From an optimization exercise on the open Yosys and OpenROAD flow, aimed at small area; shortcuts taken in it are not production practice. Only simulation tests tie the RTL to the original design; equivalence was not proved. Power and IR drop assume default switching activity.

exp/harbor:
Design motion_core, start of the top module:
module motion_core (
  input  logic       buffered_clk,
  input  logic       resetn_in,
  input  logic       sck,
  input  logic       cs_n,
  input  logic       copi,
  output logic       cipo,
  output logic [1:0] step,
  output logic [1:0] dir,
  output logic [1:0] enable_out,
  output logic       buffer_dtr,
  output logic       move_done
);
Size: ~1200 cells after synthesis, ~610 flip-flops, ~14 I/O pins.
Settings: LEC_CHECK=0, CAP_MARGIN=20, CORE_MARGIN=2, CORE_UTILIZATION=40, CTS_BUF_LIST=sky130_fd_sc_hd__clkbuf_8, CTS_CLUSTER_DIAMETER=50, CTS_CLUSTER_SIZE=16, SLEW_MARGIN=20; clock period 10.0 ns.
run.sh (not shown) runs the stock make flow with config.mk's settings and CLKGATE_MAP_FILE= SYNTH_SCRIPT=/design/flow/synth_recipe.tcl, a recipe that flattens the netlist after the stock synthesis.
No stage failed in exp/harbor, and the final checks on the layout all came back clean.
#### Input delta (exp/maple over exp/harbor)
Settings: removing CTS_CLUSTER_DIAMETER (formerly 50); removing CTS_BUF_LIST (formerly sky130_fd_sc_hd__clkbuf_8); removing CTS_CLUSTER_SIZE (formerly 16).
==> flow/flow/run.sh (new file) <==
#!/bin/bash
set -euo pipefail
export CTS_ARGS="-sink_clustering_enable -repair_clock_nets -sink_clustering_size 30 -sink_clustering_max_diameter 40 -buf_list sky130_fd_sc_hd__clkbuf_16 -dont_use_dummy_load"
export BUFFER_PORTS_ARGS="-buffer_cell sky130_fd_sc_hd__buf_1"
bash standard.sh > flow_make.log 2>&1
==> flow/standard.sh (new file) <==
#!/bin/bash
# synth_recipe.tcl (not shown) runs the flow's synth.tcl, then flattens the netlist and writes it again
# the make line also repeats each setting of config.mk as NAME=value (left out here)
make -C /OpenROAD-flow-scripts/flow DESIGN_CONFIG=/design/flow/config.mk WORK_HOME=/design/flow/orfs CLKGATE_MAP_FILE= SYNTH_SCRIPT=/design/flow/synth_recipe.tcl "${@:-finish}"
removed: flow/run.sh
==> run notes <==
Cells: exp/maple has fewer instances than exp/harbor
Summary of exp/maple over exp/harbor: final cell utilization of the core went up 1.0 points, maximum frequency went up 9.0%.
Critical path's largest stage delay on exp/maple is down relative to exp/harbor.
Compared with exp/harbor, exp/maple shows total non-filler cell area in the finished layout higher by about 2.3%.
Number of nets in the layout, exp/maple vs exp/harbor: up slightly
What exp/ember does differently from exp/maple at the input level:
==> flow/flow/run.sh <==
#!/bin/bash
set -euo pipefail
export CTS_ARGS="-sink_clustering_enable -repair_clock_nets -sink_clustering_size 20 -sink_clustering_max_diameter 40 -buf_list sky130_fd_sc_hd__clkbuf_8 -dont_use_dummy_load"
export BUFFER_PORTS_ARGS="-buffer_cell sky130_fd_sc_hd__buf_1"
bash standard.sh > flow_make.log 2>&1
### Flow results
Taking exp/maple as the reference, in exp/ember chip height saw little to no change, wire length saw a decrease, met1 routing resource usage after global routing saw little to no change, final area saw a decrease, worst hold slack after final layout saw a decrease.
Compared with exp/maple, clock power in exp/ember decreased by more than a quarter.
exp/ember vs. exp/maple: maximum frequency from static timing analysis has decreased, relative contribution of combinational cells to total power has increased, final worst slack has decreased.
Density: exp/ember sparser than exp/maple
Met3 usage, exp/ember and exp/maple: larger value in exp/ember
What exp/willow does differently from exp/ember at the input level:
==> flow/flow/run.sh <==
#!/bin/bash
set -euo pipefail
export CTS_ARGS="-sink_clustering_enable -repair_clock_nets -sink_clustering_size 24 -sink_clustering_max_diameter 35 -buf_list sky130_fd_sc_hd__clkbuf_16 -dont_use_dummy_load"
export BUFFER_PORTS_ARGS="-buffer_cell sky130_fd_sc_hd__buf_1"
bash standard.sh > flow_make.log 2>&1
--- outcome ---
- Per the final summary, exp/ember finished and its layout is clean on timing, DRC and antenna.
- exp/willow: all stages complete, timing, DRC and antenna checks passed
- exp/willow and exp/ember ended up with nearly the same non-clock inverter total of the final layout.
- Going from exp/ember to exp/willow, design area grew by a few percent.
- Any difference in combinational power between exp/ember and exp/willow is small enough to ignore.
Inputs modified between exp/willow and exp/raven:
Settings: CTS_CLUSTER_DIAMETER now 50, previously not set; CTS_CLUSTER_SIZE now 16, previously not set; CTS_BUF_LIST now sky130_fd_sc_hd__clkbuf_8, previously not set.
==> flow/flow/run.sh <==
#!/bin/bash
set -euo pipefail
export CTS_ARGS="-sink_clustering_enable -repair_clock_nets -sink_clustering_size 16 -sink_clustering_max_diameter 50 -buf_list sky130_fd_sc_hd__clkbuf_8 -dont_use_dummy_load"
export BUFFER_PORTS_ARGS="-buffer_cell sky130_fd_sc_hd__buf_1"
bash standard.sh > flow_make.log 2>&1
### Flow results
exp/willow → exp/raven: share of layout cells above drive strength 1 lost 1.8 points, met2 layer usage reported by global route level, clock power now sits lower, area growth from synthesis to layout dropped 6.5 points.
Compared with exp/willow, exp/raven shows a lower achievable clock frequency.
Design area, exp/raven vs exp/willow: down by a few percent

The RTL this note starts from:
==> flow/design.v <==
package motion_pkg;
  localparam int num_motors = 2;
  localparam int word_bits  = 64;
  localparam int acc_bits   = 16;   
  localparam int dur_bits   = 16;   
  localparam int op_bits    = 8;
  localparam int free_bits  = 4;
endpackage
`timescale 1ns/1ps
module motion_core (
  input  logic       buffered_clk,
  input  logic       resetn_in,
  input  logic       sck,
  input  logic       cs_n,
  input  logic       copi,
  output logic       cipo,
  output logic [1:0] step,
  output logic [1:0] dir,
  output logic [1:0] enable_out,
  output logic       buffer_dtr,
  output logic       move_done
);
  logic rst;
  always_ff @(posedge buffered_clk) begin
    rst <= ~resetn_in;
  end
  logic [2:0]  sck_s;
  logic [2:0]  cs_s;
  logic        sck_rise, sck_fall, cs_rise, cs_fall;
  logic [63:0] rx;           
  logic [6:0]  bit_cnt;
  logic        cnt64;
  logic        dec;          
  logic [7:0]  op;
  assign sck_rise = sck_s[1] & ~sck_s[2];
  assign sck_fall = ~sck_s[1] & sck_s[2];
  assign cs_rise  = cs_s[1] & ~cs_s[2];
  assign cs_fall  = ~cs_s[1] & cs_s[2];
  assign cnt64    = bit_cnt[6];
  assign dec      = bit_cnt == 7'd68;
  assign op       = rx[63:56];
  always_ff @(posedge buffered_clk) begin
    sck_s <= {sck_s[1:0], sck};
    cs_s  <= {cs_s[1:0], cs_n};
  end
  logic sh1, sh0;
  always_ff @(posedge buffered_clk) begin
    sh1 <= sck_s[0] & ~sck_s[1];
    sh0 <= ~(sck_s[0] & ~sck_s[1]);
    rx  <= ({rx[62:0], copi} & {64{sh1}}) | (rx & {64{sh0}});
  end
  always_ff @(posedge buffered_clk) begin
    if (rst || cs_fall) begin
      bit_cnt <= '0;
    end else if (cnt64 ? (cs_rise || bit_cnt[5:0] != '0) : sck_fall) begin
      bit_cnt <= bit_cnt + 7'd1;
    end
  end
  logic       push;
  logic [7:0] last_op;
  logic [7:0] moves_done;
  logic [3:0] md_wait;
  logic       overflow;
  logic       move_complete;
  logic       full;
  logic       is_enable, is_move, is_clear;
  assign is_enable = op == 8'h01;
  assign is_move   = op == 8'h02;
  assign is_clear  = op == 8'h03;
  always_ff @(posedge buffered_clk) begin
    push <= dec & is_move & ~full;
  end
  always_ff @(posedge buffered_clk) begin
    if (rst) begin
      last_op <= '0;
    end else if (dec) begin
      last_op <= op;
    end
  end
  always_ff @(posedge buffered_clk) begin
    if (rst) begin
      enable_out <= '0;
      moves_done <= '0;
      md_wait    <= '0;
      overflow   <= 1'b0;
    end else begin
      if (dec & is_enable) begin
        enable_out <= rx[49:48];
      end
      if (dec & is_clear) begin
        moves_done <= '0;
        md_wait    <= '0;
      end else if (cs_s[1]) begin
        if (move_complete || md_wait != '0) begin
          moves_done <= moves_done + 8'd1;
        end
        if (md_wait != '0 && !move_complete) begin
          md_wait <= md_wait - 4'd1;
        end
      end else if (move_complete) begin
        md_wait <= md_wait + 4'd1;
      end
      if (dec & is_clear) begin
        overflow <= 1'b0;
      end else if (dec & is_move & full) begin
        overflow <= 1'b1;
      end
    end
  end
  logic [49:0] ring [8];
  logic [2:0]  wr_rel, rd_rel;
  logic        empty;
  logic        pop;
  logic        pend;         
  logic        wr_now;
  logic [3:0]  free_slots;
  logic [49:0] head;
  logic        ld;
  assign empty      = (wr_rel == rd_rel) & ~full;
  assign free_slots = {empty, rd_rel - wr_rel};
  logic [2:0]  wr_rel_d;
  logic        full_d, pend_d, wsel1, wsel0;
  assign wr_now   = wsel1;
  assign wr_rel_d = rst ? 3'd0 : wr_rel - {2'b0, ~push};
  assign full_d   = rst ? 1'b0 : pop ? 1'b0 : (push && (wr_rel + 3'd1) == rd_rel) ? 1'b1 : full;
  assign pend_d   = push | (pend & (wr_rel != 3'd1));
  logic [7:0]  rsel;
  always_comb begin
    for (int i = 0; i < 8; i++) begin
      rsel[i] = ld & (rd_rel == 3'(i));
    end
    head = '0;
    for (int i = 0; i < 8; i++) begin
      head = head | ({50{rsel[i]}} & ring[i]);
    end
  end
  always_ff @(posedge buffered_clk) begin
    pend  <= pend_d;
    wsel1 <= ((wr_rel_d == 3'd0) & ~full_d) | (pend_d & (wr_rel_d == 3'd1));
    wsel0 <= ~(((wr_rel_d == 3'd0) & ~full_d) | (pend_d & (wr_rel_d == 3'd1)));
  end
  always_ff @(posedge buffered_clk) begin
    for (int i = 0; i < 7; i++) begin
      ring[i] <= ring[i+1];
    end
    ring[7] <= (rx[49:0] & {50{wsel1}}) | (ring[0] & {50{wsel0}});
  end
  always_ff @(posedge buffered_clk) begin
    if (rst) begin
      rd_rel <= '0;
    end else begin
      rd_rel <= rd_rel - {2'b0, ~pop};
    end
    wr_rel <= wr_rel_d;
    full   <= full_d;
  end
  logic [2:0]  st;
  logic [15:0] rem;
  logic [15:0] inc0, inc1, acc0, acc1;
  logic [4:0]  s0, s1;
  logic [3:0]  r_nib;
  logic        c0, c1;       
  logic        b_in, bw;     
  logic        tick, running, chk, rem_last;
  assign ld       = st == 3'b001;
  assign tick     = st == 3'b111;
  assign running  = st[2] | st[1];
  assign pop      = st == 3'b010;
  assign chk      = st[1] & st[0];
  assign s0       = {1'b0, acc0[3:0]} + {1'b0, inc0[3:0]} + {4'b0, c0};
  assign s1       = {1'b0, acc1[3:0]} + {1'b0, inc1[3:0]} + {4'b0, c1};
  assign step     = {tick & s1[4], tick & s0[4]};
  assign b_in     = (st[1:0] == 2'b00) | bw;
  assign r_nib    = rem[3:0] - {3'b0, b_in};
  assign rem_last = (rem[15:4] == '0) & ((st[2] ? r_nib : rem[3:0]) == '0);
  assign move_complete = chk & rem_last;
  always_ff @(posedge buffered_clk) begin
    inc0 <= {head[39:32], head[47:40]} | ({16{~ld}} & {inc0[3:0], inc0[15:4]});
    inc1 <= {head[23:16], head[31:24]} | ({16{~ld}} & {inc1[3:0], inc1[15:4]});
    rem  <= {head[7:0], head[15:8]} | ({16{~ld}} & {st[2] ? r_nib : rem[3:0], rem[15:4]});
    acc0 <= {st[2] ? s0[3:0] : 4'b0, acc0[15:4]};
    acc1 <= {st[2] ? s1[3:0] : 4'b0, acc1[15:4]};
    c0   <= st[2] & ~chk & s0[4];
    c1   <= st[2] & ~chk & s1[4];
    bw   <= b_in & (rem[3:0] == '0);
  end
  always_ff @(posedge buffered_clk) begin
    if (rst) begin
      st  <= 3'b000;
      dir <= '0;
    end else begin
      dir <= head[49:48] | ({2{~ld}} & dir);
      if ((st == 3'b000 && empty) || move_complete) begin
        st <= 3'b000;
      end else if (tick) begin
        st <= 3'b100;
      end else begin
        st <= st + 3'd1;
      end
    end
  end
  assign buffer_dtr = ~full;
  assign move_done  = empty & ~running;
  logic [3:0] free_snap;
  logic       busy_snap;
  logic [63:0] status;
  always_ff @(posedge buffered_clk) begin
    if (cs_fall) begin
      free_snap <= free_slots;
      busy_snap <= running;
    end
  end
  assign status = {last_op, 40'd0, moves_done, free_snap, overflow, busy_snap, enable_out};
  assign cipo   = ~cnt64 & status[~bit_cnt[5:0]];
endmodule
==> flow/config.mk <==
export PLATFORM = sky130hd
export DESIGN_NAME = motion_core
export DESIGN_NICKNAME = motion_core
export VERILOG_FILES = /design/flow/design.v
export SDC_FILE = /design/flow/constraint.sdc
export NUM_CORES = 4
export LEC_CHECK = 0
export CAP_MARGIN = 20
export CORE_MARGIN = 2
export CORE_UTILIZATION = 40
export SLEW_MARGIN = 20
==> flow/constraint.sdc <==
create_clock -name core_clock -period 10.0 [get_ports {buffered_clk}]
set_input_delay 2.0000 -clock core_clock [delete_from_list [all_inputs] [get_ports {buffered_clk}]]
set_output_delay 2.0000 -clock core_clock [all_outputs]
set_load 0.01 [all_outputs]
standard.sh (not shown) runs the stock make flow with config.mk's settings and CLKGATE_MAP_FILE= SYNTH_SCRIPT=/design/flow/synth_recipe.tcl, a recipe that flattens the netlist after the stock synthesis.
==> flow/flow/run.sh <==
#!/bin/bash
# Layout flow: the standard ORFS flow, except
#  - the combinational logic is mapped with an area-oriented ABC script
#    (flow/abc_area_map.script) in place of ORFS's delay-oriented one; the
#    rest of synthesis is ORFS's, so the registers are the standard ones,
#    which is checked below against a standard synthesis run first;
#  - CTS uses small clock buffers and no dummy loads;
#  - the ports get single-drive buffers.
# Each tool's output goes to a log file in this folder.
set -euo pipefail
RES=orfs/results/sky130hd/motion_core/base

bash standard.sh synth > synth_standard.log 2>&1
mkdir -p synth_standard
cp $RES/1_2_yosys.v synth_standard/

# 2. The same synthesis with the area mapping script
rm -rf alt_scripts && mkdir alt_scripts
for f in "$FLOW_HOME"/scripts/*; do ln -s "$f" alt_scripts/; done
rm alt_scripts/abc_speed.script
cp flow/abc_area_map.script alt_scripts/abc_speed.script
rm -f $RES/1_2_yosys.v $RES/1_2_yosys.sdc $RES/1_synth.odb $RES/1_synth.sdc
SCRIPTS_DIR=$PWD/alt_scripts bash standard.sh synth > synth_area.log 2>&1

# 3. Both netlists must hold the same registers, by name and cell type
regs() { grep -E '^\s*sky130_fd_sc_hd__(s?e?df|dl)[a-z0-9_]* ' "$1" | awk '{print $1, $2}' | sort; }
regs synth_standard/1_2_yosys.v > regs_standard.txt
regs $RES/1_2_yosys.v > regs_area.txt
if ! cmp -s regs_standard.txt regs_area.txt || [ ! -s regs_standard.txt ]; then
  echo "register mismatch: falling back to the standard synthesis" >> synth_area.log
  rm -f $RES/1_2_yosys.v $RES/1_2_yosys.sdc $RES/1_synth.odb $RES/1_synth.sdc
  bash standard.sh synth > synth_standard_again.log 2>&1
fi

# 4. The rest of the standard flow
export CTS_ARGS="-sink_clustering_enable -repair_clock_nets -sink_clustering_size 10 -sink_clustering_max_diameter 45 -buf_list sky130_fd_sc_hd__clkbuf_4 -sink_clustering_levels 1 -dont_use_dummy_load"
export BUFFER_PORTS_ARGS="-buffer_cell sky130_fd_sc_hd__buf_1"
bash standard.sh > flow_make.log 2>&1
==> flow/flow/abc_area_map.script <==
strash
&get -n
&fraig -x
&put
scorr
dc2
strash
&get -n
&dch -f
&nf -R 1000 -p
&put
==> next run, changes <==
--- a/flow/flow/run.sh
+++ b/flow/flow/run.sh
@@ -36 +36 @@
-export CTS_ARGS="-sink_clustering_enable -repair_clock_nets -sink_clustering_size 10 -sink_clustering_max_diameter 45 -buf_list sky130_fd_sc_hd__clkbuf_4 -sink_clustering_levels 1 -dont_use_dummy_load"
+export CTS_ARGS="-sink_clustering_enable -repair_clock_nets -sink_clustering_size 10 -sink_clustering_max_diameter 45 -buf_list sky130_fd_sc_hd__clkbuf_4 -dont_use_dummy_load"
Settings changed: GPL_ROUTABILITY_DRIVEN set to 0, GPL_TIMING_DRIVEN set to 0.
=>
- area after synthesis stays the same
- clock power barely changes
- combinational power is higher by 4.8%
==> next run, changes <==
Settings changed: GPL_ROUTABILITY_DRIVEN 0 to not set, GPL_TIMING_DRIVEN 0 to not set.
What happened:
- hold slack is better by 0.024 ns
- sequential share of layout area climbs by 1.5 points
- power drops by 1.6%
- clock skew drops by 0.022 ns
- final area drops by about 2.3%
- global-route usage drops by 0.45 points
- routed wire length drops by 2.0%
==> next run, changes <==
Settings changed: CORE_UTILIZATION 40 to 55.
=>
- The changed run passed the timing, design-rule and antenna checks
- total power barely changes
- global-route usage is higher by 6.6 points
- register-to-register slack got worse by 0.30 ns
- combinational power is higher by about 2%
- setup slack improved by 0.012 ns

static timing again, ports no longer ideal:
The flow's constraints put no driver on any port. The routed layouts listed below were extracted and timed again, unchanged, in two steps. Step 1, drivers: a clkbuf_16 drives buffered_clk and a buf_2 each remaining input, both assumed. Step 2 also shifts input and output timing later by t, the mid clock arrival at the registers, as if the neighbouring blocks saw the same clock. Three values: ideal ports, drivers, drivers and shift; two values: the first two.
run	shift t [ns]	slack for setup (ns)	worst setup path after step 2	worst data-port slew with drivers (ns)	cell pins on the clock port's net
exp/harbor	0.649	5.031 / 4.978 / 5.627	register to output	0.03	1
exp/maple	0.619	5.441 / 5.381 / 5.999	register to output	0.03	1
exp/ember	0.661	5.414 / 5.358 / 6.019	register to output	0.03	1
exp/willow	0.596	5.477 / 5.420 / 6.016	register to output	0.03	1
exp/raven	0.647	5.416 / 5.360 / 6.008	register to output	0.03	1
the first run of note 2	0.774	5.525 / 5.477 / 6.252	register to output	0.03	1
the second run of note 2	0.781	5.448 / 5.401 / 6.183	register to output	0.03	1
the third run of note 2	0.774	5.525 / 5.477 / 6.252	register to output	0.03	1
the fourth run of note 2	0.717	5.537 / 5.490 / 6.207	register to output	0.03	1
After both steps every run listed still meets setup and hold.
